What follows belongs to an exercise in optimizing a design on an open flow for small area; a production flow would make more cautious choices. In this exercise RTL edits were held to simulation tests only and were not proved equivalent to the original. No activity file was given, so power comes from the tool's default toggle rates.

==> flow/design.v (excerpt) <==
module aes_req_arbiter
#(
  parameter int N_REQ      = 4,
  parameter int LATENCY    = 41,
  parameter int FIFO_DEPTH = 8
) (
  input  logic                          clock,
  input  logic                          reset_n,
  input  logic [N_REQ-1:0]              i_req_valid,
  input  logic [N_REQ*BLOCK_W-1:0]      i_req_state,
  input  logic [N_REQ*BLOCK_W-1:0]      i_req_key,
  output logic [N_REQ-1:0]              o_req_ready,
  output logic                          o_core_tx_en,
  output logic [BLOCK_W-1:0]            o_core_state,
  output logic [BLOCK_W-1:0]            o_core_key,
  input  logic                          i_core_tx_en,
  input  logic [BLOCK_W-1:0]            i_core_state,
  output logic                          o_rsp_valid,
  output logic [$clog2(N_REQ)-1:0]      o_rsp_id,
  output logic [BLOCK_W-1:0]            o_rsp_state,
  input  logic                          i_rsp_ready,
  output logic [$clog2(FIFO_DEPTH):0]   o_outstanding,
  output logic                          o_err
);
==> flow/config.mk <==
export PLATFORM = sky130hd
export DESIGN_NAME = aes_req_arbiter
export DESIGN_NICKNAME = aes_req_arbiter
export VERILOG_FILES = /design/flow/design.v
export SDC_FILE = /design/flow/constraint.sdc
export NUM_CORES = 4
export LEC_CHECK = 0
export CAP_MARGIN = 20
export CORE_AREA = 5 5 445 445
export CTS_BUF_LIST = sky130_fd_sc_hd__clkbuf_16
export CTS_CLUSTER_DIAMETER = 120
export CTS_CLUSTER_SIZE = 22
export DIE_AREA = 0 0 450 450
export SLEW_MARGIN = 20
==> flow/constraint.sdc <==
create_clock -name core_clock -period 7.0 [get_ports {clock}]
set_input_delay 1.4000 -clock core_clock [delete_from_list [all_inputs] [get_ports {clock}]]
set_output_delay 1.4000 -clock core_clock [all_outputs]
set_load 0.01 [all_outputs]
standard.sh (not shown) runs the stock make flow with config.mk's settings and CLKGATE_MAP_FILE= SYNTH_SCRIPT=/design/flow/synth_recipe.tcl, a recipe that flattens the netlist after the stock synthesis.
==> flow/flow/run.sh <==
#!/bin/bash
# Standard ORFS layout, with every port buffered by the smallest buffer cell.
set -euo pipefail
export BUFFER_PORTS_ARGS="-buffer_cell sky130_fd_sc_hd__buf_1"
bash standard.sh > standard_flow.log 2>&1
The baseline completed with no timing, DRC or antenna violations.
==> next run, changes <==
PLACE_DENSITY = 0.8   (was default)
Count of clock-buffer cells in the layout is higher by 2.
Critical path depth went up by 1.
Total power drops by about 1.5%.

========
Setup of north:
aes_req_arbiter, a different RTL version from the one above (not shown whole).
Size: roughly 3200 cells after synthesis, ~1400 flip-flops.
Design aes_req_arbiter, start of the top module:
module aes_req_arbiter
#(
  parameter int N_REQ      = 4,
  parameter int LATENCY    = 41,
  parameter int FIFO_DEPTH = 8
) (
  input  logic                          clock,
  input  logic                          reset_n,
  input  logic [N_REQ-1:0]              i_req_valid,
  input  logic [N_REQ*BLOCK_W-1:0]      i_req_state,
  input  logic [N_REQ*BLOCK_W-1:0]      i_req_key,
  output logic [N_REQ-1:0]              o_req_ready,
  output logic                          o_core_tx_en,
  output logic [BLOCK_W-1:0]            o_core_state,
  output logic [BLOCK_W-1:0]            o_core_key,
  input  logic                          i_core_tx_en,
  input  logic [BLOCK_W-1:0]            i_core_state,
  output logic                          o_rsp_valid,
  output logic [$clog2(N_REQ)-1:0]      o_rsp_id,
  output logic [BLOCK_W-1:0]            o_rsp_state,
  input  logic                          i_rsp_ready,
  output logic [$clog2(FIFO_DEPTH):0]   o_outstanding,
  output logic                          o_err
);
==> flow/config.mk <==
export PLATFORM = sky130hd
export DESIGN_NAME = aes_req_arbiter
export DESIGN_NICKNAME = aes_req_arbiter
export VERILOG_FILES = /design/flow/design.v
export SDC_FILE = /design/flow/constraint.sdc
export NUM_CORES = 4
export LEC_CHECK = 0
export CAP_MARGIN = 20
export CORE_AREA = 5 5 435 245
export CTS_BUF_LIST = sky130_fd_sc_hd__clkbuf_4 sky130_fd_sc_hd__clkbuf_8
export CTS_CLUSTER_DIAMETER = 60
export CTS_CLUSTER_SIZE = 30
export DIE_AREA = 0 0 440 250
export SLEW_MARGIN = 20
==> flow/constraint.sdc <==
create_clock -name core_clock -period 7.0 [get_ports {clock}]
set_input_delay 1.4000 -clock core_clock [delete_from_list [all_inputs] [get_ports {clock}]]
set_output_delay 1.4000 -clock core_clock [all_outputs]
set_load 0.01 [all_outputs]
==> flow/flow/run.sh <==
#!/bin/bash
# Standard ORFS layout, with every port buffered by the smallest buffer cell.
# IO pins go on the top and bottom edges (met2), one routing track apart.
set -euo pipefail
export BUFFER_PORTS_ARGS="-buffer_cell sky130_fd_sc_hd__buf_1"
export PLACE_PINS_ARGS="-min_distance 1 -min_distance_in_tracks -exclude left:* -exclude right:*"
bash standard.sh > standard_flow.log 2>&1
Flow for north halted at 5_1_grt, error code GRT-0116.
Changes in south relative to north:
- a change of CORE_AREA from 5 5 435 245 to 5 5 355 355
- a deleted CTS_CLUSTER_DIAMETER that had been 60
- a deleted CTS_CLUSTER_SIZE that had been 30
- a deleted CTS_BUF_LIST that had been sky130_fd_sc_hd__clkbuf_4 sky130_fd_sc_hd__clkbuf_8
- a change of DIE_AREA from 0 0 440 250 to 0 0 360 360
==> flow/flow/run.sh <==
#!/bin/bash
# Standard ORFS layout, with every port buffered by the smallest buffer cell.
set -euo pipefail
export BUFFER_PORTS_ARGS="-buffer_cell sky130_fd_sc_hd__buf_1"
bash standard.sh > standard_flow.log 2>&1
- Comparing south against north, there is no change at all in synthesized netlist cell count.
- Of south and north, none finishes clean.
- Status(north) = ERROR, stage = 5_1_grt
- Summary of south over north: sequential share of the synthesized area barely changed; floorplan die height now sits higher; horizontal die dimension shrank by 80 um; number of register bits inferred by synthesis closely matched the old numbers; initial core utilization went down 7.7 points.
- There was hardly any difference in synthesized area between north and south.
- Compared with north, south shows number of cell rows that has gone up by more than a quarter.

re-timing with driven ports:
How much do the figures lean on ideal ports? The routed layouts below were timed once more, with nothing changed but the port constraints.
Step 1, drivers: a clkbuf_16 drives clock and a buf_2 each remaining input, both assumed.
Step 2 adds t to the input delays and takes it off the output delays; t is the mean of the earliest and latest rising clock arrival at the registers after step 1. Input paths then give back, and output paths get back, about the clock's delay inside the block.
Slacks: ideal / step 1 / step 2; pairs: ideal / step 1.
| run | shift t [ns] | setup WS [ns] | cell pins on the clock port's net |
|---|---|---|---|
| the first run of note 1 | 0.788 | 1.255 / 1.189 / 1.591 | 1 |
| the second run of note 1 | 0.823 | 1.207 / 1.111 / 1.660 | 1 |
After both steps every run listed still meets setup and hold.
